What follows belongs to an exercise in optimizing a design on an open flow for a short achievable clock period and few clock cycles per item; a production flow would make more cautious choices. RTL that was checked went through simulation tests only; none was proved equivalent to the original. The RTL of runs 2 and 3 was laid out without a check of its function. Power is estimated from default activity; no workload was simulated.

--- flow/run.sh ---
#!/bin/bash
# synth_recipe.tcl (not shown) runs the flow's synth.tcl, then flattens the netlist and writes it again
# the make line also repeats each setting of config.mk as NAME=value (left out here)
make -C /OpenROAD-flow-scripts/flow DESIGN_CONFIG=/design/flow/config.mk WORK_HOME=/design/flow/orfs CLKGATE_MAP_FILE= SYNTH_SCRIPT=/design/flow/synth_recipe.tcl finish
--- flow/config.mk ---
export PLATFORM = sky130hd
export DESIGN_NAME = pulse_peak_rate_detector_core
export DESIGN_NICKNAME = pulse_peak_rate_detector_core
export VERILOG_FILES = /design/flow/design.v
export SDC_FILE = /design/flow/constraint.sdc
export NUM_CORES = 4
export LEC_CHECK = 0
export ABC_CLOCK_PERIOD_IN_PS = 2000
export CAP_MARGIN = 20
export CORE_MARGIN = 2
export CORE_UTILIZATION = 40
export CTS_BUF_LIST = sky130_fd_sc_hd__clkbuf_16
export CTS_CLUSTER_DIAMETER = 80
export CTS_CLUSTER_SIZE = 25
export SETUP_SLACK_MARGIN = 5
export SLEW_MARGIN = 20
export TNS_END_PERCENT = 100
--- flow/constraint.sdc ---
create_clock -name core_clock -period 7.5 [get_ports {aclk}]
set_input_delay 1.5000 -clock core_clock [delete_from_list [all_inputs] [get_ports {aclk}]]
set_output_delay 1.5000 -clock core_clock [all_outputs]
set_load 0.01 [all_outputs]
--- flow/design.v ---
package pprd_pkg;
    localparam int SAMPLE_W   = 18;
    localparam int RATE_W     = 21;
    localparam int POS_W      = 32;
    localparam int HYST_W     = 18;
    localparam int SPM_W      = 16;
    localparam int CFG_IDX_W  = 2;
    localparam int CFG_DATA_W = 18;
    localparam int STEP_W     = $clog2(RATE_W);
    localparam logic [HYST_W-1:0] HYST_RESET = HYST_W'(300);
    localparam logic [SPM_W-1:0]  SPM_RESET  = SPM_W'(6000);
    localparam int QUICK_COUNT = 5;
    localparam int QUICK_SPANS = 3;
    localparam int QUICK_ENTRY = 1;
    typedef enum logic [CFG_IDX_W-1:0] {
        REG_HYSTERESIS = 2'd0,
        REG_SPM        = 2'd1
    } cfg_reg_t;
    typedef enum logic [1:0] {
        EV_NONE = 2'd0,
        EV_MAX  = 2'd1,
        EV_MIN  = 2'd2
    } event_t;
    typedef enum logic [2:0] {
        ST_IDLE,
        ST_RING_OLD,
        ST_RING_ONE,
        ST_DIV,
        ST_OUT
    } state_t;
    typedef struct packed {
        logic              start;
        logic [RATE_W-1:0] dividend;
        logic [POS_W-1:0]  divisor;
    } div_req_t;
    typedef struct packed {
        logic              done;
        logic [RATE_W-1:0] quotient;
    } div_rsp_t;
endpackage
module pprd_ring_mem #(
    parameter int DEPTH  = 10,
    parameter int ADDR_W = $clog2(DEPTH)
) (
    input  logic                         aclk,
    input  logic                         wr_en,
    input  logic [ADDR_W-1:0]            wr_addr,
    input  logic [pprd_pkg::POS_W-1:0]   wr_data,
    output logic [DEPTH*pprd_pkg::POS_W-1:0] entries
);
    logic [pprd_pkg::POS_W-1:0] mem [DEPTH];
    always_ff @(posedge aclk) begin
        if (wr_en) begin
            mem[wr_addr] <= wr_data;
        end
    end
    for (genvar i = 0; i < DEPTH; i++) begin : g_out
        assign entries[i*pprd_pkg::POS_W +: pprd_pkg::POS_W] = mem[i];
    end
endmodule
module pprd_divider #(
    parameter int N  = 21,
    parameter int LW = $clog2(N + 1)
) (
    input  logic          aclk,
    input  logic          aresetn,
    input  logic          start,
    input  logic [N-1:0]  num_norm,
    input  logic [LW-1:0] nlen,
    input  logic [31:0]   den,
    output logic          busy,
    output logic          fin,
    output logic [N-1:0]  quo
);
    logic          busy_reg, setup_reg, zero_reg;
    logic [LW-1:0] cnt_reg;
    logic [LW-1:0] dlen_reg, nlen_reg;
    logic [N-1:0]  d_reg, num_reg, rem_reg, nq_reg, q_reg;
    function automatic logic [LW-1:0] bitlen(input logic [N-1:0] v);
        bitlen = '0;
        for (int i = 0; i < N; i++) begin
            if (v[i]) bitlen = LW'(i + 1);
        end
    endfunction
    logic           none;
    logic [2*N-1:0] cat;
    always_comb begin
        none  = zero_reg || (nlen_reg < dlen_reg);
        cat   = {num_reg, {N{1'b0}}} >> (N + 1 - dlen_reg);
    end
    logic [N:0]   trial, diff;
    logic         ge;
    assign trial = {rem_reg, nq_reg[N-1]};
    assign diff  = trial - {1'b0, d_reg};
    assign ge    = !diff[N];
    always_ff @(posedge aclk) begin
        if (!aresetn) begin
            busy_reg <= 1'b0;
        end else begin
            if (start) busy_reg <= 1'b1;
            else if (fin) busy_reg <= 1'b0;
        end
    end
    always_ff @(posedge aclk) begin
        if (start) begin
            setup_reg <= 1'b1;
            zero_reg  <= (den[31:N] != '0) || (den[N-1:0] == '0);
            d_reg     <= den[N-1:0];
            dlen_reg  <= bitlen(den[N-1:0]);
            num_reg   <= num_norm;
            nlen_reg  <= nlen;
        end else if (busy_reg) begin
            setup_reg <= 1'b0;
            if (setup_reg) begin
                cnt_reg <= nlen_reg - dlen_reg;
                rem_reg <= cat[2*N-1:N];
                nq_reg  <= cat[N-1:0];
                q_reg   <= '0;
            end else begin
                cnt_reg <= cnt_reg - LW'(1);
                rem_reg <= ge ? diff[N-1:0] : trial[N-1:0];
                nq_reg  <= {nq_reg[N-2:0], 1'b0};
                q_reg   <= {q_reg[N-2:0], ge};
            end
        end
    end
    assign busy = busy_reg;
    assign fin  = busy_reg && (setup_reg ? none : (cnt_reg == '0));
    assign quo  = setup_reg ? '0 : {q_reg[N-2:0], ge};
endmodule
module pulse_peak_rate_detector_core #(
    parameter int RING_DEPTH = 10
) (
    input  logic                               aclk,
    input  logic                               aresetn,
    input  logic                               s_valid,
    output logic                               s_ready,
    input  logic [pprd_pkg::SAMPLE_W-1:0]      s_sample,
    output logic                               m_valid,
    input  logic                               m_ready,
    output logic [pprd_pkg::RATE_W-1:0]        m_rate,
    output logic [1:0]                         m_event_res,
    output logic [pprd_pkg::SAMPLE_W-1:0]      m_extreme_value,
    output logic                               m_falling_phase,
    input  logic                               cfg_wr_en,
    input  logic [pprd_pkg::CFG_IDX_W-1:0]     cfg_index,
    input  logic [pprd_pkg::CFG_DATA_W-1:0]    cfg_wdata
);
    localparam int SW        = pprd_pkg::SAMPLE_W;
    localparam int PW        = pprd_pkg::POS_W;
    localparam int RW        = pprd_pkg::RATE_W;
    localparam int ADDR_W    = $clog2(RING_DEPTH);
    localparam int COUNT_MAX = RING_DEPTH + 2;
    localparam int CNT_W     = $clog2(RING_DEPTH + 3);
    localparam int Q_W       = 5;                
    localparam int Q_N       = 1 << Q_W;
    localparam int E_W       = 3;                
    localparam int E_N       = 1 << E_W;
    localparam int R_W       = 2;                
    localparam int R_N       = 1 << R_W;
    localparam int UNTRACKED = 5;
    localparam int UNTRACKED_MAX = 3;
    logic [pprd_pkg::HYST_W-1:0] hyst_reg;
    logic [pprd_pkg::SPM_W-1:0]  spm_reg;
    logic [RW-1:0]               num3_reg, num10_reg;
    always_ff @(posedge aclk) begin
        if (!aresetn) begin
            hyst_reg <= pprd_pkg::HYST_RESET;
            spm_reg  <= pprd_pkg::SPM_RESET;
        end else if (cfg_wr_en) begin
            if (cfg_index == pprd_pkg::REG_HYSTERESIS) hyst_reg <= cfg_wdata[pprd_pkg::HYST_W-1:0];
            if (cfg_index == pprd_pkg::REG_SPM)        spm_reg  <= cfg_wdata[pprd_pkg::SPM_W-1:0];
        end
    end
    localparam int LW = $clog2(RW + 1);
    logic [LW-1:0] len3_reg, len10_reg;
    logic [RW-1:0] norm3_reg, norm10_reg;
    function automatic logic [LW-1:0] bitlen(input logic [RW-1:0] v);
        bitlen = '0;
        for (int i = 0; i < RW; i++) begin
            if (v[i]) bitlen = LW'(i + 1);
        end
    endfunction
    always_ff @(posedge aclk) begin
        num3_reg   <= RW'(spm_reg) * RW'(pprd_pkg::QUICK_SPANS);
        num10_reg  <= RW'(spm_reg) * RW'(RING_DEPTH);
        len3_reg   <= bitlen(num3_reg);
        len10_reg  <= bitlen(num10_reg);
        norm3_reg  <= num3_reg << (LW'(RW) - len3_reg);
        norm10_reg <= num10_reg << (LW'(RW) - len10_reg);
    end
    logic          s_ready_reg;
    logic          a_v;
    logic [SW-1:0] a_x;
    logic          acc;
    assign acc = s_valid && s_ready_reg;
    always_ff @(posedge aclk) begin
        if (!aresetn) a_v <= 1'b0;
        else          a_v <= acc;
        a_x <= s_sample;
    end
    logic              rising_reg;
    logic [SW-1:0]     max_reg, min_reg;
    logic [SW:0]       max_ph, max_mh, min_ph, min_mh;   
    logic [PW-1:0]     index_reg, max_pos_reg;
    logic [ADDR_W-1:0] ptr_reg;
    logic [CNT_W-1:0]  count_reg;
    logic          b_v;
    logic [SW-1:0] b_x;
    logic [SW:0]   b_xph;     
    logic [SW:0]   b_xmh;     
    logic [2:0]    c_gt_max, c_lt_mmh, c_lt_min, c_gt_mph;
    function automatic logic below(input logic [SW-1:0] y, input logic [SW:0] t);
        below = !t[SW] && (y < t[SW-1:0]);
    endfunction
    function automatic logic above(input logic [SW-1:0] y, input logic [SW:0] t);
        above = !t[SW] && (y > t[SW-1:0]);
    endfunction
    always_ff @(posedge aclk) begin
        if (!aresetn) b_v <= 1'b0;
        else          b_v <= a_v;
        b_x   <= a_x;
        b_xph <= {1'b0, a_x} + {1'b0, hyst_reg};
        b_xmh <= {1'b0, a_x} - {1'b0, hyst_reg};
        c_gt_max <= {a_x > min_reg, a_x > b_x, a_x > max_reg};
        c_lt_min <= {a_x < max_reg, a_x < b_x, a_x < min_reg};
        c_lt_mmh <= {below(a_x, min_mh), below(a_x, b_xmh), below(a_x, max_mh)};
        c_gt_mph <= {above(a_x, max_ph), above(a_x, b_xph), above(a_x, min_ph)};
    end
    logic [1:0]        max_sel, min_sel;    
    logic [PW-1:0]     index_inc;
    logic              new_max, peak_hit, new_min, valley_hit;
    logic              is_peak, is_valley, is_event;
    logic              quick_next, full_next, rated;
    logic [1:0]        ev;
    logic              fall;
    always_comb begin
        index_inc  = index_reg + PW'(1);
        new_max    = c_gt_max[max_sel];
        peak_hit   = c_lt_mmh[max_sel];
        new_min    = c_lt_min[min_sel];
        valley_hit = c_gt_mph[min_sel];
        is_peak    = rising_reg && peak_hit;
        is_valley  = !rising_reg && valley_hit;
        is_event   = is_peak || is_valley;
        quick_next = (count_reg == CNT_W'(pprd_pkg::QUICK_COUNT - 1));
        full_next  = (count_reg >= CNT_W'(COUNT_MAX - 1));
        rated      = is_peak && (quick_next || full_next);
        ev         = is_peak ? pprd_pkg::EV_MAX : is_valley ? pprd_pkg::EV_MIN : pprd_pkg::EV_NONE;
        fall       = rising_reg ? peak_hit : !valley_hit;
    end
    always_ff @(posedge aclk) begin
        if (!aresetn) begin
            rising_reg  <= 1'b1;
            max_reg     <= '0;
            min_reg     <= '1;
            index_reg   <= '0;
            max_pos_reg <= '0;
            ptr_reg     <= '0;
            count_reg   <= '0;
        end else if (b_v) begin
            index_reg <= index_inc;
            if (rising_reg) begin
                if (new_max) begin
                    max_reg     <= b_x;
                    max_pos_reg <= index_inc;
                end else if (peak_hit) begin
                    rising_reg <= 1'b0;
                    min_reg    <= max_reg;
                    ptr_reg    <= (ptr_reg == ADDR_W'(RING_DEPTH - 1)) ? '0 : ptr_reg + ADDR_W'(1);
                    if (count_reg != CNT_W'(COUNT_MAX)) count_reg <= count_reg + CNT_W'(1);
                end
            end else begin
                if (new_min) begin
                    min_reg <= b_x;
                end else if (valley_hit) begin
                    rising_reg <= 1'b1;
                    max_reg    <= min_reg;
                end
            end
        end
    end
    always_ff @(posedge aclk) begin
        max_sel <= 2'd0;
        min_sel <= 2'd0;
        if (b_v) begin
            if (rising_reg) begin
                if (new_max)       max_sel <= 2'd1;
                else if (peak_hit) min_sel <= 2'd2;
            end else begin
                if (new_min)         min_sel <= 2'd1;
                else if (valley_hit) max_sel <= 2'd2;
            end
        end
    end
    always_ff @(posedge aclk) begin
        if (b_v) begin
            if (rising_reg) begin
                if (new_max) begin
                    max_ph <= b_xph;
                    max_mh <= b_xmh;
                end else if (peak_hit) begin
                    min_ph <= max_ph;
                    min_mh <= max_mh;
                end
            end else begin
                if (new_min) begin
                    min_ph <= b_xph;
                    min_mh <= b_xmh;
                end else if (valley_hit) begin
                    max_ph <= min_ph;
                    max_mh <= min_mh;
                end
            end
        end else begin
            max_ph <= {1'b0, max_reg} + {1'b0, hyst_reg};
            max_mh <= {1'b0, max_reg} - {1'b0, hyst_reg};
            min_ph <= {1'b0, min_reg} + {1'b0, hyst_reg};
            min_mh <= {1'b0, min_reg} - {1'b0, hyst_reg};
        end
    end
    logic          t_v;
    logic [1:0]    t_ev;
    logic          t_event;
    logic          t_fall;
    logic          t_rated;
    logic [SW-1:0] t_ext;
    logic          t_quick;
    logic [PW-1:0] t_pos;
    logic [ADDR_W-1:0] t_ptr;
    always_ff @(posedge aclk) begin
        if (!aresetn) t_v <= 1'b0;
        else          t_v <= b_v;
        t_ev    <= ev;
        t_event <= is_event;
        t_fall  <= fall;
        t_rated <= rated;
        t_ext   <= is_peak ? max_reg : min_reg;
        t_quick <= quick_next;
        t_pos   <= max_pos_reg;
        t_ptr   <= ptr_reg;
    end
    logic [RING_DEPTH*PW-1:0] ring;
    logic [PW-1:0]            src_reg;    
    pprd_ring_mem #(
        .DEPTH   (RING_DEPTH),
        .ADDR_W  (ADDR_W)
    ) u_ring (
        .aclk    (aclk),
        .wr_en   (t_v && t_ev == pprd_pkg::EV_MAX),
        .wr_addr (t_ptr),
        .wr_data (t_pos),
        .entries (ring)
    );
    always_ff @(posedge aclk) begin
        src_reg <= quick_next ? ring[pprd_pkg::QUICK_ENTRY*PW +: PW] : ring[ptr_reg*PW +: PW];
    end
    logic [1:0]     q_ev    [Q_N];
    logic           q_fall  [Q_N];
    logic           q_rated [Q_N];
    logic [Q_W-1:0] q_wr, q_rd;
    logic [Q_W:0]   q_cnt;
    always_ff @(posedge aclk) begin
        if (t_v) begin
            q_ev[q_wr]    <= t_ev;
            q_fall[q_wr]  <= t_fall;
            q_rated[q_wr] <= t_rated;
        end
    end
    logic [SW-1:0]  e_val [E_N];
    logic [E_W-1:0] e_wr, e_rd;
    logic [E_W:0]   e_cnt;
    always_ff @(posedge aclk) begin
        if (t_v && t_event) begin
            e_val[e_wr] <= t_ext;
        end
    end
    logic t_req;
    assign t_req = t_v && t_rated;
    logic [PW-1:0]  r_span  [R_N];
    logic           r_quick [R_N];
    logic [RW-1:0]  r_rate  [R_N];
    logic [R_N-1:0] r_req;       
    logic [R_N-1:0] r_done;      
    logic [R_W-1:0] r_wr, r_div, r_cur, r_rd;
    logic [R_W:0]   r_cnt;       
    logic           div_start, div_busy, div_fin;
    logic [RW-1:0]  div_quo;
    assign div_start = !div_busy && r_req[r_div];
    always_ff @(posedge aclk) begin
        if (t_req) begin
            r_span[r_wr]  <= t_pos - src_reg;
            r_quick[r_wr] <= t_quick;
        end
        if (div_fin) begin
            r_rate[r_cur] <= div_quo;
        end
        if (div_start) begin
            r_cur <= r_div;
        end
    end
    pprd_divider #(
        .N       (RW)
    ) u_div (
        .aclk    (aclk),
        .aresetn (aresetn),
        .start   (div_start),
        .num_norm (r_quick[r_div] ? norm3_reg : norm10_reg),
        .nlen    (r_quick[r_div] ? len3_reg : len10_reg),
        .den     (r_span[r_div]),
        .busy    (div_busy),
        .fin     (div_fin),
        .quo     (div_quo)
    );
    logic          m_valid_reg;
    logic          h_v;
    logic [1:0]    h_ev;
    logic          h_event;
    logic          h_fall;
    logic          h_rated;
    logic          q_any, h_load, load_out, pop;
    assign q_any    = (q_cnt != '0);
    assign load_out = h_v && (!h_rated || r_done[r_rd]) && (!m_valid_reg || m_ready);
    assign h_load   = !h_v || load_out;
    assign pop      = m_valid_reg && m_ready;
    always_ff @(posedge aclk) begin
        if (!aresetn) h_v <= 1'b0;
        else if (h_load) h_v <= q_any;
        if (h_load) begin
            h_ev    <= q_ev[q_rd];
            h_event <= (q_ev[q_rd] != pprd_pkg::EV_NONE);
            h_fall  <= q_fall[q_rd];
            h_rated <= q_rated[q_rd];
        end
    end
    logic [RW-1:0] m_rate_reg;
    logic [1:0]    m_event_reg;
    logic [SW-1:0] m_extreme_reg;
    logic          m_falling_reg;
    logic [RW-1:0] o_rate;
    logic [SW-1:0] o_ext;
    logic [RW-1:0] c_rate_n;
    logic [1:0]    c_event_n;
    logic [SW-1:0] c_ext_n;
    logic          c_fall_n;
    assign o_rate = h_rated ? r_rate[r_rd] : '0;
    assign o_ext  = h_event ? e_val[e_rd] : '0;
    always_ff @(posedge aclk) begin
        if (load_out) begin
            c_rate_n  <= ~o_rate;
            c_event_n <= ~h_ev;
            c_ext_n   <= ~o_ext;
            c_fall_n  <= ~h_fall;
        end
        m_rate_reg    <= load_out ? o_rate : ~c_rate_n;
        m_event_reg   <= load_out ? h_ev   : ~c_event_n;
        m_extreme_reg <= load_out ? o_ext  : ~c_ext_n;
        m_falling_reg <= load_out ? h_fall : ~c_fall_n;
    end
    logic [Q_W:0] total_reg;      
    always_ff @(posedge aclk) begin
        if (!aresetn) begin
            q_wr        <= '0;
            q_rd        <= '0;
            q_cnt       <= '0;
            e_wr        <= '0;
            e_rd        <= '0;
            e_cnt       <= '0;
            r_wr        <= '0;
            r_div       <= '0;
            r_rd        <= '0;
            r_cnt       <= '0;
            r_req       <= '0;
            r_done      <= '0;
            total_reg   <= '0;
            m_valid_reg <= 1'b0;
            s_ready_reg <= 1'b1;
        end else begin
            if (t_v) q_wr <= q_wr + Q_W'(1);
            if (h_load && q_any) q_rd <= q_rd + Q_W'(1);
            q_cnt <= q_cnt + (Q_W+1)'(t_v) - (Q_W+1)'(h_load && q_any);
            if (t_v && t_event) e_wr <= e_wr + E_W'(1);
            if (load_out && h_event) e_rd <= e_rd + E_W'(1);
            e_cnt <= e_cnt + (E_W+1)'(t_v && t_event) - (E_W+1)'(load_out && h_event);
            if (t_req) r_wr <= r_wr + R_W'(1);
            if (div_start) r_div <= r_div + R_W'(1);
            if (load_out && h_rated) r_rd <= r_rd + R_W'(1);
            r_cnt <= r_cnt + (R_W+1)'(t_req) - (R_W+1)'(load_out && h_rated);
            for (int i = 0; i < R_N; i++) begin
                if (t_req && r_wr == R_W'(i)) r_req[i] <= 1'b1;
                else if (div_start && r_div == R_W'(i)) r_req[i] <= 1'b0;
                if (div_fin && r_cur == R_W'(i)) r_done[i] <= 1'b1;
                else if (load_out && h_rated && r_rd == R_W'(i)) r_done[i] <= 1'b0;
            end
            total_reg <= total_reg + (Q_W+1)'(acc) - (Q_W+1)'(pop);
            if (load_out)     m_valid_reg <= 1'b1;
            else if (m_ready) m_valid_reg <= 1'b0;
            s_ready_reg <= (total_reg <= (Q_W+1)'(Q_N - 2))
                        && (e_cnt <= (E_W+1)'(E_N - UNTRACKED))
                        && (r_cnt <= (R_W+1)'(R_N - UNTRACKED_MAX));
        end
    end
    assign s_ready         = s_ready_reg;
    assign m_valid         = m_valid_reg;
    assign m_rate          = m_rate_reg;
    assign m_event_res     = m_event_reg;
    assign m_extreme_value = m_extreme_reg;
    assign m_falling_phase = m_falling_reg;
endmodule
==> summary.txt, run 1 <==
PD cells=244 nW/um^2; initial core utilization=0.402; Worst Tran Pin Value=1050 ps; switching share of power=0.302; Worst Hold End=t_pos[17]$_DFF_P_; Syn Inst Count=5866; Num CTS Buffers=95; Biggest register=u_ring.mem; critical path class=flop to flop; post-synth cell types=103; DRC errors left=0; #FFs+latches synth=1575; drt first pass iters=6; number of flip-flops in the largest register=320; slew margin rel.=0.298; Async S/R FF share, synth=0; Crit. End Element=flop; clk latency of the worst-skew pair=780 ps; CP arrival=3490 ps; Logic pwr share=0.220; Clock Skew=72.4 ps; Max-cap violations=0; wire per inst=20.9 microns; CTS Hold Buffers Added=0; Worst EP required=7930 ps; min cycle time layout=3060 ps; mean post-synth cell area=12.6 sq um; Overflow after GRT=0; Reg power frac=0.502; vias per cell=5.38; Setup TNS=0 ps; nets@finish=6693; die area=188000 sq um; fin crit share=0.408; Post-synth EDFFs=1053; status=timing/DRC/antenna clean; biggest regs=u_ring.mem: 320 flops, e_val: 144 flops, r_span: 128 flops; post-synth design cell area=73700 sq um; DRC marker count from the first detailed-route iteration=3595; R2R Path End=u_div.rem_reg[5]$_DFFE_PP_; DRT antenna net count=0; via count of the first global-routing pass=47000; Main synth FF type=edfxtp_1; nature of the critical path startpoint=flop; hpwl dp=116000 microns; Syn Nets=6346; final WL=183000 microns; IO Count=87; core area=183000 sq um; clock share of power=0.278; VDD IR max=0.000194 V; LEAKAGE=0.0332 uW; share of layout cells above drive strength 1=0.253; RSZ-0062 raised after global routing=yes; Worst-path clk slew=100 ps; Worst Hold Class=flop to flop; H-Tree Depth=3; overall routing resource usage=0.190; row count=157; Post-Place Worst Slack=2810 ps; clock buffer depth=3; largest net degree at the start of global routing=88; initial antenna violation count=1; first-pass GRT wire length=278000 microns; worst hold path cell count=0; R2R depth=13; crit path max fanout=6; root buf cell=clkbuf_16; Final WS setup=4440 ps; via total after detailed routing=47200; Area Overhead vs Synth=20.0%; final hold viol count=0; input/output buffers=86; R2R setup slack=4440 ps; Internal Power=15000 uW; number of endpoints failing setup at the final stage=0; r2r startpoint=u_div.rem_reg[2]$_DFFE_PP_; sequential area share after synthesis=0.571; Die Span X=433 microns; TritonCTS clock tree=built; Net Switching=6520 uW; Slew Viols, Final=0; fmax=327 MHz; Syn. warnings=3; HP Start=max_pos_reg[17]$_SDFFE_PN0P_; Chip Height=433 microns; gpl congestion=0.879; Clock Sinks=1575
==> metrics by stage <==
| stage | hold WS [ps] | total power, uW | cell area [sq um] | utilization | instances |
|---|---|---|---|---|---|
| floorplan | 328 | 13700 | 74500 | - | 5866 |
| global placement | 339 | 15000 | 78000 | 0.426 | 8237 |
| detailed placement | 340 | 15100 | 78000 | 0.426 | 8237 |
| CTS | 346 | 21600 | 86100 | 0.470 | 8649 |
| global route | 346 | 22600 | 88400 | 0.483 | 8760 |
| finish | 330 | 21600 | 88400 | 0.483 | 8762 |
==> how the worst max path moves through the flow <==
| stage | startpoint | end | slack, ps | cells past startpoint |
|---|---|---|---|---|
| after floorplan | m_ready | q_cnt[4]$_SDFF_PN0_ | 4130 | 14 |
| after global placement | m_ready | e_cnt[2]$_SDFF_PN0_ | 2820 | 13 |
| after detailed placement | m_ready | e_cnt[2]$_SDFF_PN0_ | 2810 | 13 |
| after CTS | u_div.rem_reg[0]$_DFFE_PP_ | u_div.rem_reg[2]$_DFFE_PP_ | 4380 | 13 |
| after global routing | u_div.rem_reg[0]$_DFFE_PP_ | u_div.rem_reg[5]$_DFFE_PP_ | 4290 | 13 |
| final | u_div.rem_reg[2]$_DFFE_PP_ | u_div.rem_reg[5]$_DFFE_PP_ | 4440 | 13 |
==> layout by cell type (no fill, tap or decap), drive strengths merged, types with 32 or more instances in the layout <==
| cell type | n |
|---|---|
| edfxtp | 1053 |
| dfxtp | 522 |
| nand2 | 509 |
| inv | 460 |
| buf | 450 |
| ha | 422 |
| a21oi | 282 |
| nor2 | 273 |
| o21ai | 260 |
| mux2i | 243 |
| mux4 | 206 |
| xnor2 | 196 |
| clkbuf | 99 |
| nor3 | 91 |
| nor2b | 83 |
| and2 | 81 |
| nand3 | 79 |
| a21o | 71 |
| o211ai | 61 |
| o211a | 61 |
| mux2 | 60 |
| xor2 | 58 |
| nand2b | 51 |
| a21boi | 40 |
| clkdlybuf4s50 | 39 |
| o21a | 37 |
| nand4 | 37 |
| o22ai | 36 |
| and3 | 36 |
| o22a | 33 |
| o21bai | 32 |
==> per-layer routing <==
metal | routed length (microns) | GRT usage | part of all wire | vias up
li1 | - | - | - | 22200
met1 | 81700 | 0.260 | 0.45 | 23600
met2 | 89000 | 0.322 | 0.49 | 1022
met3 | 7920 | 0.0187 | 0.043 | 259
met4 | 4780 | 0.0528 | 0.026 | 0
met5 | 0 | 0 | 0 | -
==> power by group through the flow <==
stage	Clock [uW]	Combinational [uW]	Sequential, uW
2_1_floorplan	0	2980	10700
3_3_place_gp	0	4030	11000
3_5_place_dp	0	4090	11000
4_1_cts	6170	4560	10800
5_1_grt	6450	5220	10900
6_report	6000	4750	10800
==> synthesized netlist by cell type, types with 7 or more instances <==
library cell     n  area, sq um
edfxtp_1      1053        31600
ha_1           422         5280
buf_1           30          113
or2_2            9         56.3
a21o_1          71          533
o21a_1          37          278
nand2_1        507         1900
o22a_1          33          289
a31oi_1         21          131
fa_1            15          300
o211a_1         61          611
xor2_1          58          508
mux2_2          60          676
nand3_1         76          380
o31ai_1         17          128
nor2b_1         83          519
or3b_2           8         70.1
inv_1          408         1530
o21bai_1        31          233
o31a_1           8         70.1
buf_2           26          130
nand2b_1        51          319
and3_1          32          200
nor3_1          90          450
nor4_1          26          163
a21boi_0        37          278
nor2_1         268         1010
a21oi_1        279         1400
o21ai_1         26          130
nand4_1         36          225
a221oi_1         8         70.1
nor3b_1         12         90.1
mux2i_1        243         2430
or3_1           26          163
a211o_1         10         87.6
xnor2_1        196         1720
o21ai_0        233         1170
mux4_2         206         4640
a211oi_1        30          225
a2111oi_0        7         61.3
o22ai_1         36          225
and2_1          79          494
clkbuf_1       194          728
dfxtp_1        522        10500
o211ai_1        61          458
==> worst max-delay path: stages, from the launching register on <==
cell      delay (ps)
edfxtp_1         460
ha_4             300
o21a_1           110
o31a_1           180
a21oi_2           80
a211o_1          300
o21a_1           240
a21oi_4          190
mux2i_4          280
buf_12           140
nor2_4            40
buf_12           170
mux2i_2          190
o22ai_1           80
==> layout make-up <==
type / count / area (sq um)
Antenna cell: 2 / 5.00
Clock buffer: 97 / 2430
Fill cell: 15900 / 94700
Multi-Input combinational cell: 3634 / 33000
Sequential cell: 1575 / 42400
Tap cell: 2464 / 3080
Timing Repair Buffer: 494 / 4940
Inverter: 411 / 1610
Clock inverter: 83 / 982
Timing Repair inverter: 2 / 17.5
==> cell families after synthesis <==
kind of cell | share of synthesized area
flops | 0.571
mux | 0.105
fa+ha+maj | 0.0757
simple gates | 0.0875
buf+inv | 0.0345
xor+xnor | 0.0302
compound gates | 0.0960
==> repair_timing <==
action / CTS / global route
pin swaps: 263 / 263
setup buffers: 214 / 108
cloned: 18 / 3
gates resized for setup: 854 / 315
endpoints found under the setup margin: 815 / 582
Testbench counts, summed over its fixed seeds: cycles 32,495, items 32,000.
==> run 2: changes to the inputs <==
--- a/flow/design.v
+++ b/flow/design.v
@@ -82,10 +82,12 @@
             if (v[i]) bitlen = LW'(i + 1);
         end
     endfunction
-    logic           none;
-    logic [2*N-1:0] cat;
+    logic signed [LW+1:0] steps;
+    logic                 none;
+    logic [2*N-1:0]       cat;
     always_comb begin
-        none  = zero_reg || (nlen_reg < dlen_reg);
+        steps = $signed({2'b00, nlen_reg}) - $signed({2'b00, dlen_reg}) + (LW+2)'(1);
+        none  = zero_reg || (steps <= 0);
         cat   = {num_reg, {N{1'b0}}} >> (N + 1 - dlen_reg);
     end
     logic [N:0]   trial, diff;
@@ -112,7 +114,7 @@
         end else if (busy_reg) begin
             setup_reg <= 1'b0;
             if (setup_reg) begin
-                cnt_reg <= nlen_reg - dlen_reg;
+                cnt_reg <= LW'(steps - 1);
                 rem_reg <= cat[2*N-1:N];
                 nq_reg  <= cat[N-1:0];
                 q_reg   <= '0;
==> run 2 against run 1 <==
Against the previous run:
- still clean on timing, DRC and antenna
- cell area down 1.0%
- clock power down 2%
- utilization down 0.49 points
- clock skew down 24 ps
- count of clock-buffer cells in the layout up 5
- synthesized cell count up 1.3%
- first-iteration DRC count up 4.4%
- critical path depth unchanged
- setup slack worse by 43 ps
- register-to-register slack worse by 40 ps
- sequential cell count unchanged
==> summary.txt, run 2 <==
RSZ-0062 raised after global routing=yes; via count of the first global-routing pass=46900 (-0.28%); number of flip-flops in the largest register=320 (unchanged); mean post-synth cell area=12.4 sq um (-1.2%); Pwr Total=21400 uW (-0.85%); Crit. End Element=flop; share of layout cells above drive strength 1=0.241 (-0.0122); hpwl dp=120000 microns (+3.5%); H-Tree Depth=3 (unchanged); Worst EP required=8000 ps (+70 ps); Syn Inst Count=5941 (+1.3%); Die Span X=433 microns (about the same); biggest regs=u_ring.mem: 320 flops, e_val: 144 flops, r_span: 128 flops; Async S/R FF share, synth=0 (unchanged); fin crit share=0.413 (+0.00568); Hold Slack=329 ps (-0.722 ps); final hold viol count=0 (unchanged); most frequent cells after synthesis=edfxtp_1, dfxtp_1, nand2_1; first-pass GRT wire length=279000 microns (+0.55%); Worst-path clk slew=90 ps (about the same); slew margin rel.=0.289 (-0.00826); #FFs+latches synth=1575 (unchanged); die area=188000 sq um (about the same); Slew Viols, Final=0 (unchanged); Main synth FF type=edfxtp_1; Filler Cells Inserted=16000 (+0.58%); via total after detailed routing=47200 (+0.18%); initial core utilization=0.403 (about the same); most frequent cell after synthesis=edfxtp_1; Clock Sinks=1575 (unchanged); input/output buffers=86 (unchanged); wire per inst=20.9 microns (about the same); CP arrival=3600 ps (+110 ps); largest net degree at the start of global routing=91 (+3.4%); vias per cell=5.38 (about the same); final WL=184000 microns (+0.23%); row count=157 (unchanged); CTS Hold Buffers Added=0 (unchanged); Clock Skew=48.6 ps (-23.8 ps); most common cell after layout, fill and taps aside=edfxtp_1; post-synth top area cell=edfxtp_1; commonest non-fill, non-tap cells in the layout=edfxtp_1, nand2_1, nor2_1, dfxtp_1, inv_1; Syn Nets=6422 (+1.2%); Biggest register=u_ring.mem; post-synth design cell area=73700 sq um (about the same); Syn. warnings=3 (unchanged); final core utilization=0.478 (-0.00486); Num CTS Buffers=95 (unchanged); ant diodes=0 (-2); Setup TNS=0 ps (unchanged); Synth area leaders=edfxtp_1, dfxtp_1, ha_1; Post-synth EDFFs=1053 (unchanged); nets@finish=6717 (+0.36%); Synth top area share=0.429 (about the same); Max-cap violations=0 (unchanged); nature of the critical path startpoint=flop; crit path max fanout=4 (-2); DRC errors left=0 (unchanged); PD cells=244 nW/um^2 (+0.16%); number of endpoints failing setup at the final stage=0 (unchanged); DRC marker count from the first detailed-route iteration=3753 (+4.4%); IO Count=87 (unchanged); Overflow after GRT=0 (unchanged); gpl congestion=0.881 (+0.30%); TritonCTS clock tree=built; status=timing/DRC/antenna clean; min cycle time layout=3100 ps (+42.6 ps); LEAKAGE=0.0324 uW (-2.4%); overall routing resource usage=0.192 (+0.00201); clock buffer depth=3 (unchanged); core area=183000 sq um (unchanged); critical path class=flop to flop; root buf cell=clkbuf_16; Worst Tran Pin Value=1070 ps (+12.4 ps); Chip Height=433 microns (about the same); DRT antenna net count=0 (unchanged); sequential area share after synthesis=0.571 (about the same); drt first pass iters=5 (-1); Area Overhead vs Synth=18.8%; clk latency of the worst-skew pair=760 ps (-20 ps); Worst Hold Class=flop to flop; VDD IR max=0.000210 V (+7.8%); initial antenna violation count=5 (+4); fmax=323 MHz (-1.4%); post-synth cell types=98 (-4.9%)
-- run 2: cell types whose count changed after synthesis, sizes merged, moves of 37 or more --
cell,before,now
xnor2,196,159
and2,81,26
nor2,270,441
o211a,61,13
a211oi,30,74
-- run 2: timing repair --
item                                   CTS  global route
setup endpoints to repair              825           580
cloned                                   9             1
gates resized for setup                802           282
pin swaps                              224           218
buffers inserted                       201            76
endpoints found under the hold margin    0             0
-- run 2: worst max-delay path: stages, from the launching register on --
cell	delay, ps
dfxtp_4	390
buf_6	130
ha_4	160
inv_2	60
fa_2	230
o21bai_4	60
a21oi_2	170
o21ai_2	120
a2111oi_4	410
o41ai_4	120
a311o_2	390
a211oi_2	210
nor3_1	80
o41a_1	320
-- run 2: worst paths after layout --
kind | startpoint | endpoint | slack [ps] | depth (start not counted)
worst max-delay path | hyst_reg[0]$_SDFFE_PN0P_ | max_ph[18]$_DFFE_PP_ | 4400 | 13
worst min-delay path | max_pos_reg[17]$_SDFFE_PN0P_ | t_pos[17]$_DFF_P_ | 330 | 0
worst max register to register | hyst_reg[0]$_SDFFE_PN0P_ | max_ph[18]$_DFFE_PP_ | 4400 | 13
worst min register to register | max_pos_reg[17]$_SDFFE_PN0P_ | t_pos[17]$_DFF_P_ | 330 | 0
-- run 2: power by group --
group	switching, uW	internal, uW
clock	3200	2660
sequential	662	10200
combinational	2550	2100
total	6420	15000
-- run 2: metal layers --
metal	GRT usage	routed length (microns)	up-vias
li1	-	-	22400
met1	0.258	80400	23500
met2	0.331	90700	1114
met3	0.0235	8400	255
met4	0.0458	4320	0
met5	0	0	-
-- run 2: layout make-up --
type | count | area (sq um) | area share
timing repair buffer | 447 | 4370 | 0.0500
sequential | 1575 | 42300 | 0.484
multi-input combinational | 3710 | 32800 | 0.375
clock buffer | 102 | 2550 | 0.0292
inverter | 406 | 1600 | 0.0182
tap | 2464 | 3080 | 0.0352
timing repair inverter | 1 | 8.76 | 0.000100
clock inverter | 78 | 806 | 0.00920
-- run 2: stage by stage --
stage	setup slack [ps]	instance area, sq um	cells
3_5_place_dp	2960	78100	8315
2_1_floorplan	4150	74400	5941
4_1_cts	4360	85600	8705
3_3_place_gp	2940	78000	8309
6_report	4400	87500	8783
5_1_grt	4310	87500	8783
-- run 2: kinds of logic (layout without fill, tap and decap cells) --
family,after synthesis,after routing,synth area share
adders and majority gates,438,438,0.0759
xor gates and xnor gates,252,253,0.0302
muxes,508,508,0.105
DFF,1575,1575,0.571
AOI/OAI and AO/OA,1106,1106,0.0974
and+or+nand+nor,1404,1405,0.0864
buffers and inverters,658,1034,0.0342
==> run 3: changes to the inputs <==
--- a/flow/design.v
+++ b/flow/design.v
@@ -59,42 +59,55 @@
     end
 endmodule
 module pprd_divider #(
-    parameter int N  = 21,
-    parameter int LW = $clog2(N + 1)
+    parameter int N = 21
 ) (
     input  logic          aclk,
     input  logic          aresetn,
     input  logic          start,
-    input  logic [N-1:0]  num_norm,
-    input  logic [LW-1:0] nlen,
+    input  logic [N-1:0]  num,
     input  logic [31:0]   den,
     output logic          busy,
     output logic          fin,
     output logic [N-1:0]  quo
 );
-    logic          busy_reg, setup_reg, zero_reg;
-    logic [LW-1:0] cnt_reg;
-    logic [LW-1:0] dlen_reg, nlen_reg;
-    logic [N-1:0]  d_reg, num_reg, rem_reg, nq_reg, q_reg;
-    function automatic logic [LW-1:0] bitlen(input logic [N-1:0] v);
-        bitlen = '0;
-        for (int i = 0; i < N; i++) begin
-            if (v[i]) bitlen = LW'(i + 1);
-        end
-    endfunction
-    logic signed [LW+1:0] steps;
-    logic                 none;
-    logic [2*N-1:0]       cat;
+    localparam int STEPS = (N + 1) / 2;
+    localparam int M     = 2 * STEPS;        
+    localparam int CW    = $clog2(STEPS + 1);
+    logic          busy_reg, zero_reg;
+    logic [CW-1:0] cnt_reg;
+    logic [N-1:0]  d1_reg;
+    logic [N:0]    d2_reg;
+    logic [N+1:0]  d3_reg;
+    logic [N-1:0]  rem_reg;
+    logic [M-1:0]  nq_reg;                   
+    logic [N+2:0]  trial, t1, t2, t3;    
+    logic          ge1, ge2, ge3;
+    logic [N-1:0]  rem_next;
+    logic [1:0]    digit;
+    logic          first;
+    assign first = (cnt_reg == '0);
     always_comb begin
-        steps = $signed({2'b00, nlen_reg}) - $signed({2'b00, dlen_reg}) + (LW+2)'(1);
-        none  = zero_reg || (steps <= 0);
-        cat   = {num_reg, {N{1'b0}}} >> (N + 1 - dlen_reg);
-    end
-    logic [N:0]   trial, diff;
-    logic         ge;
-    assign trial = {rem_reg, nq_reg[N-1]};
-    assign diff  = trial - {1'b0, d_reg};
-    assign ge    = !diff[N];
+        trial = {1'b0, rem_reg, nq_reg[M-1 -: 2]};
+        t1    = trial - {3'b000, d1_reg};
+        t2    = trial - {2'b00, d2_reg};
+        t3    = trial - {1'b0, d3_reg};
+        ge1   = !t1[N+2];
+        ge2   = !t2[N+2] && !first;
+        ge3   = !t3[N+2] && !first;
+        if (ge3) begin
+            digit    = 2'd3;
+            rem_next = t3[N-1:0];
+        end else if (ge2) begin
+            digit    = 2'd2;
+            rem_next = t2[N-1:0];
+        end else if (ge1) begin
+            digit    = 2'd1;
+            rem_next = t1[N-1:0];
+        end else begin
+            digit    = 2'd0;
+            rem_next = trial[N-1:0];
+        end
+    end
     always_ff @(posedge aclk) begin
         if (!aresetn) begin
             busy_reg <= 1'b0;
@@ -105,30 +118,24 @@
     end
     always_ff @(posedge aclk) begin
         if (start) begin
-            setup_reg <= 1'b1;
-            zero_reg  <= (den[31:N] != '0) || (den[N-1:0] == '0);
-            d_reg     <= den[N-1:0];
-            dlen_reg  <= bitlen(den[N-1:0]);
-            num_reg   <= num_norm;
-            nlen_reg  <= nlen;
+            cnt_reg  <= '0;
+            zero_reg <= (den[31:N] != '0) || (den[N-1:0] == '0);
+            d1_reg   <= den[N-1:0];
+            d2_reg   <= {den[N-1:0], 1'b0};
+            rem_reg  <= '0;
+            nq_reg   <= M'(num);
         end else if (busy_reg) begin
-            setup_reg <= 1'b0;
-            if (setup_reg) begin
-                cnt_reg <= LW'(steps - 1);
-                rem_reg <= cat[2*N-1:N];
-                nq_reg  <= cat[N-1:0];
-                q_reg   <= '0;
-            end else begin
-                cnt_reg <= cnt_reg - LW'(1);
-                rem_reg <= ge ? diff[N-1:0] : trial[N-1:0];
-                nq_reg  <= {nq_reg[N-2:0], 1'b0};
-                q_reg   <= {q_reg[N-2:0], ge};
-            end
+            cnt_reg  <= cnt_reg + CW'(1);
+            if (first) d3_reg <= {1'b0, d1_reg, 1'b0} + {2'b00, d1_reg};
+            rem_reg  <= rem_next;
+            nq_reg   <= {nq_reg[M-3:0], digit};
         end
     end
+    logic [M-1:0] nq_last;
+    assign nq_last = {nq_reg[M-3:0], digit};
     assign busy = busy_reg;
-    assign fin  = busy_reg && (setup_reg ? none : (cnt_reg == '0));
-    assign quo  = setup_reg ? '0 : {q_reg[N-2:0], ge};
+    assign fin  = busy_reg && (cnt_reg == CW'(STEPS - 1));
+    assign quo  = zero_reg ? '0 : nq_last[N-1:0];
 endmodule
 module pulse_peak_rate_detector_core #(
     parameter int RING_DEPTH = 10
@@ -174,22 +181,9 @@
             if (cfg_index == pprd_pkg::REG_SPM)        spm_reg  <= cfg_wdata[pprd_pkg::SPM_W-1:0];
         end
     end
-    localparam int LW = $clog2(RW + 1);
-    logic [LW-1:0] len3_reg, len10_reg;
-    logic [RW-1:0] norm3_reg, norm10_reg;
-    function automatic logic [LW-1:0] bitlen(input logic [RW-1:0] v);
-        bitlen = '0;
-        for (int i = 0; i < RW; i++) begin
-            if (v[i]) bitlen = LW'(i + 1);
-        end
-    endfunction
     always_ff @(posedge aclk) begin
-        num3_reg   <= RW'(spm_reg) * RW'(pprd_pkg::QUICK_SPANS);
-        num10_reg  <= RW'(spm_reg) * RW'(RING_DEPTH);
-        len3_reg   <= bitlen(num3_reg);
-        len10_reg  <= bitlen(num10_reg);
-        norm3_reg  <= num3_reg << (LW'(RW) - len3_reg);
-        norm10_reg <= num10_reg << (LW'(RW) - len10_reg);
+        num3_reg  <= RW'(spm_reg) * RW'(pprd_pkg::QUICK_SPANS);
+        num10_reg <= RW'(spm_reg) * RW'(RING_DEPTH);
     end
     logic          s_ready_reg;
     logic          a_v;
@@ -407,8 +401,7 @@
         .aclk    (aclk),
         .aresetn (aresetn),
         .start   (div_start),
-        .num_norm (r_quick[r_div] ? norm3_reg : norm10_reg),
-        .nlen    (r_quick[r_div] ? len3_reg : len10_reg),
+        .num     (r_quick[r_div] ? num3_reg : num10_reg),
         .den     (r_span[r_div]),
         .busy    (div_busy),
         .fin     (div_fin),
@@ -441,23 +434,13 @@
     logic          m_falling_reg;
     logic [RW-1:0] o_rate;
     logic [SW-1:0] o_ext;
-    logic [RW-1:0] c_rate_n;
-    logic [1:0]    c_event_n;
-    logic [SW-1:0] c_ext_n;
-    logic          c_fall_n;
     assign o_rate = h_rated ? r_rate[r_rd] : '0;
     assign o_ext  = h_event ? e_val[e_rd] : '0;
     always_ff @(posedge aclk) begin
-        if (load_out) begin
-            c_rate_n  <= ~o_rate;
-            c_event_n <= ~h_ev;
-            c_ext_n   <= ~o_ext;
-            c_fall_n  <= ~h_fall;
-        end
-        m_rate_reg    <= load_out ? o_rate : ~c_rate_n;
-        m_event_reg   <= load_out ? h_ev   : ~c_event_n;
-        m_extreme_reg <= load_out ? o_ext  : ~c_ext_n;
-        m_falling_reg <= load_out ? h_fall : ~c_fall_n;
+        m_rate_reg    <= ({RW{load_out}} & o_rate) | ({RW{!load_out}} & m_rate_reg);
+        m_event_reg   <= ({2{load_out}} & h_ev)    | ({2{!load_out}} & m_event_reg);
+        m_extreme_reg <= ({SW{load_out}} & o_ext)  | ({SW{!load_out}} & m_extreme_reg);
+        m_falling_reg <= (load_out & h_fall)       | (!load_out & m_falling_reg);
     end
     logic [Q_W:0] total_reg;      
     always_ff @(posedge aclk) begin
--- a/flow/config.mk
+++ b/flow/config.mk
@@ -9,9 +9,6 @@
 export CAP_MARGIN = 20
 export CORE_MARGIN = 2
 export CORE_UTILIZATION = 40
-export CTS_BUF_LIST = sky130_fd_sc_hd__clkbuf_16
-export CTS_CLUSTER_DIAMETER = 80
-export CTS_CLUSTER_SIZE = 25
 export SETUP_SLACK_MARGIN = 5
 export SLEW_MARGIN = 20
 export TNS_END_PERCENT = 100
==> run 3 against run 2 <==
Against the previous run:
- global-route usage increased by 0.32 points
- sequential share of layout area decreased by 2.4 points
- clock skew decreased by 18 ps
==> summary.txt, run 3 <==
Area Overhead vs Synth=22.7%; final WL=179000 microns (-2.4%); status=timing/DRC/antenna clean; overall routing resource usage=0.196 (+0.00321); DRT antenna net count=0 (unchanged); hpwl dp=113000 microns (-5.9%); PD cells=260 nW/um^2 (+6.3%); nature of the critical path startpoint=flop; fmax=297 MHz (-8.0%); Clock Skew=31.1 ps (-17.5 ps); Syn. warnings=3 (unchanged); most common cell after layout, fill and taps aside=edfxtp_1; post-synth top area cell=edfxtp_1; VDD IR max=0.000219 V (+4.7%); Internal Power=16000 uW (+6.9%); buffer and inverter count on the worst path=5 (+3); biggest regs=u_ring.mem: 320 flops, e_val: 144 flops, r_span: 128 flops; Crit. End Element=flop; Post-Place Worst Slack=3090 ps (+129 ps); Met3 Wirelength=10100 microns (+21%); initial core utilization=0.402 (-0.000982); Main synth FF type=edfxtp_1; Logic pwr share=0.205 (-0.012); Num CTS Buffers=157 (+65%); drt first pass iters=6 (+1); most frequent cells after synthesis=edfxtp_1, ha_1, dfxtp_1; largest net degree at the start of global routing=93 (+2.2%); sequence of cells on the critical path=buf_4 -> buf_6 -> fa_2 -> nor2b_4 -> o31a_1 -> o31a_1 -> o311a_4 -> a21oi_4 -> o31ai_4 -> a31oi_4 -> buf_6 -> buf_12 -> buf_16 -> a211o_1 -> a32o_1; first-pass GRT wire length=269000 microns (-3.6%); via total after detailed routing=45200 (-4.3%); via count of the first global-routing pass=44500 (-5.1%); Synth area leaders=edfxtp_1, dfxtp_1, ha_1; root buf cell=clkbuf_16; Biggest register=u_ring.mem; #FFs+latches synth=1453 (-7.7%); gpl congestion=0.866 (-1.8%); die area=178000 sq um (-5.3%); final core utilization=0.493 (+0.0145); commonest non-fill, non-tap cells in the layout=edfxtp_1, nand2_1, ha_1, inv_1, dfxtp_1; clock buffer depth=3 (unchanged); top routing layer in use=met4; switching share of power=0.280 (-0.0204); sequential area share after synthesis=0.561 (-0.0102); mean post-synth cell area=12.5 sq um (+0.71%); Reg power frac=0.443 (-0.065); Critical Path Max Stage Delay=450 ps (+40 ps); DRC marker count from the first detailed-route iteration=3417 (-9.0%); RSZ-0062 raised after global routing=yes; Worst-path clk slew=60 ps (-30 ps); nets@finish=6549 (-2.5%); Hold Slack=343 ps (+13.6 ps); Worst Hold Class=flop to flop; slowest CP cell=edfxtp_1; Max-cap violations=0 (unchanged); clk latency of the worst-skew pair=800 ps (+40 ps); XOR/XNOR Fraction of Synth Area=0.0353 (+0.00509); Syn Inst Count=5581 (-6.1%); TritonCTS clock tree=built; Filler Cells Inserted=14900 (-6.8%); LEAKAGE=0.0327 uW (+0.82%); area of the multi-input gates=32000 sq um (-2.5%); post-synth design cell area=69700 sq um (-5.4%); Overflow after GRT=0 (unchanged); M1 WL=79500 microns (-1.1%); DRC errors left=0 (unchanged); Slew Viols, Final=0 (unchanged); number of flip-flops in the largest register=320 (unchanged); Async S/R FF share, synth=0 (unchanged); largest family of logic cells by synthesized area=compound AO/OA/AOI/OAI gates; Synth top area share=0.430 (+0.00120); initial antenna violation count=8 (+3); fin crit share=0.449 (+0.0362); number of endpoints failing setup at the final stage=0 (unchanged); core area=174000 sq um (-5.2%); row count=153 (-2.5%); Die Span X=422 microns (-2.7%); post-synthesis compound-gate area fraction=0.102 (+0.00415); Final WS setup=4130 ps (-271 ps); share of layout cells above drive strength 1=0.246 (+0.00576); Clock Sinks=1453 (-7.7%); Pwr Total=22200 uW (+3.9%); post-synth cell types=89 (-9.2%); critical path class=flop to flop; wire per inst=21.2 microns (+1.2%); FF+latch area=39300 sq um (-7.1%); Post-Synth Adder-Cell Area=0.0912 (+0.0153); Synth Area in Simple Gates=0.0904 (+0.00399); multiplexer share of the synthesized area=0.0866 (-0.0186); crit path max fanout=4 (unchanged); Net Switching=6210 uW (-3.2%); IO Count=87 (unchanged); Chip Height=422 microns (-2.7%); vias per cell=5.34 (-0.73%); H-Tree Depth=4 (+1); Setup TNS=0 ps (unchanged); final hold viol count=0 (unchanged); CP arrival=4050 ps (+450 ps); input/output buffers=86 (unchanged); min cycle time layout=3370 ps (+271 ps); Worst Tran Pin Value=1130 ps (+64.0 ps); Crit path max-delay family=compound AO/OA/AOI/OAI gates; slew margin rel.=0.239 (-0.0506); Worst EP required=8180 ps (+180 ps); Post-synth EDFFs=999 (-5.1%); clock share of power=0.352 (+0.078); DR WL met2=84800 microns (-6.5%); most frequent cell after synthesis=edfxtp_1; Syn Nets=6122 (-4.7%)
==> run 3: cell types whose count changed in the layout (fill, tap and decap cells not counted), sizes merged, moves of 54 or more <==
cell | before | now
clkbuf | 105 | 226
a21oi | 312 | 255
mux2i | 240 | 173
dfxtp | 522 | 454
nand2 | 496 | 436
nor2 | 441 | 225
and2 | 26 | 116
ha | 423 | 481
edfxtp | 1053 | 999
==> run 3: cells by family after synthesis <==
kind of cell	after synthesis
fa+ha+maj	498
buf+inv	629
xor+xnor	281
mux	371
simple gates	1286
flops	1453
compound gates	1063
==> run 3: repair_timing <==
action | in CTS | in global routing
cloned | 9 | 0
hold buffers | 0 | 0
endpoints found under the setup margin | 650 | 408
resized for setup | 756 | 281
pin swaps | 306 | 229
buffers inserted | 232 | 92
==> run 3: power groups by stage <==
stage               clock [uW]  sequential, uW  combinational [uW]
floorplan                    0            9740                2710
finish                    7820            9840                4560
global placement             0           10000                3580
detailed placement           0           10000                3630
CTS                       7970            9840                4300
global route              8290            9910                4990
==> run 3: final timing paths <==
kind                                                  start                            end  slack, ps  cells past startpoint
worst min-delay path            max_pos_reg[2]$_SDFFE_PN0P_               t_pos[2]$_DFF_P_        340                      0
worst min register to register  max_pos_reg[2]$_SDFFE_PN0P_               t_pos[2]$_DFF_P_        340                      0
worst max register to register    u_div.d1_reg[1]$_DFFE_PP_  u_div.rem_reg[3]$_SDFFE_PP0P_       4130                     15
worst max-delay path              u_div.d1_reg[1]$_DFFE_PP_  u_div.rem_reg[3]$_SDFFE_PP0P_       4130                     15
==> run 3: area by class of cell <==
type / instances / area share
flip-flops and latches: 1453 / 0.460
multi-input cells: 3502 / 0.374
repair buffers: 485 / 0.0531
clock buffers: 223 / 0.0519
well taps: 2325 / 0.0340
inverters: 409 / 0.0183
clock inverters: 71 / 0.00911
diodes: 2 / 0.0000585
==> run 3: metal layers <==
metal / up-vias / global-route usage
met3: 287 / 0.0307
met2: 1160 / 0.322
met1: 22400 / 0.269
li1: 21400 / -
met5: - / 0
met4: 0 / 0.0513
==> run 3: per-stage QoR <==
step	instance area, sq um	cells
2_1_floorplan	70700	5581
3_3_place_gp	74200	7841
3_5_place_dp	74200	7841
4_1_cts	83500	8376
5_1_grt	85500	8469
6_report	85500	8470

## static timing again, ports no longer ideal
In the flow no input, the clock included, has a driving cell. The finished layouts below were timed again as built, in two steps. Step 1 assumes that a clkbuf_16 drives the clock port and a buf_2 every other input. Step 2 moves the port delays by t, midway between the first and last clock arrival at a register: inputs arrive t later, outputs are due t later. That takes back most of the time a late clock gives input paths. a / b / c = ideal ports / drivers / drivers and shift; a / b = the first two.
run | shift t [ns] | setup WS [ns] | clock arrival spread, ns | pins driven straight from the clock port
run 1 | 0.822 | 4.443 / 4.443 / 4.078 | 0.081 / 0.081 | 1
run 2 | 0.823 | 4.400 / 4.400 / 4.147 | 0.052 / 0.052 | 1
run 3 | 0.870 | 4.129 / 4.129 / 3.855 | 0.036 / 0.036 | 1
After both steps setup and hold are still met in every run listed. The setup slack of run 1, which loses most, moves by 0.000 ns with the drivers and by -0.365 ns with both steps.
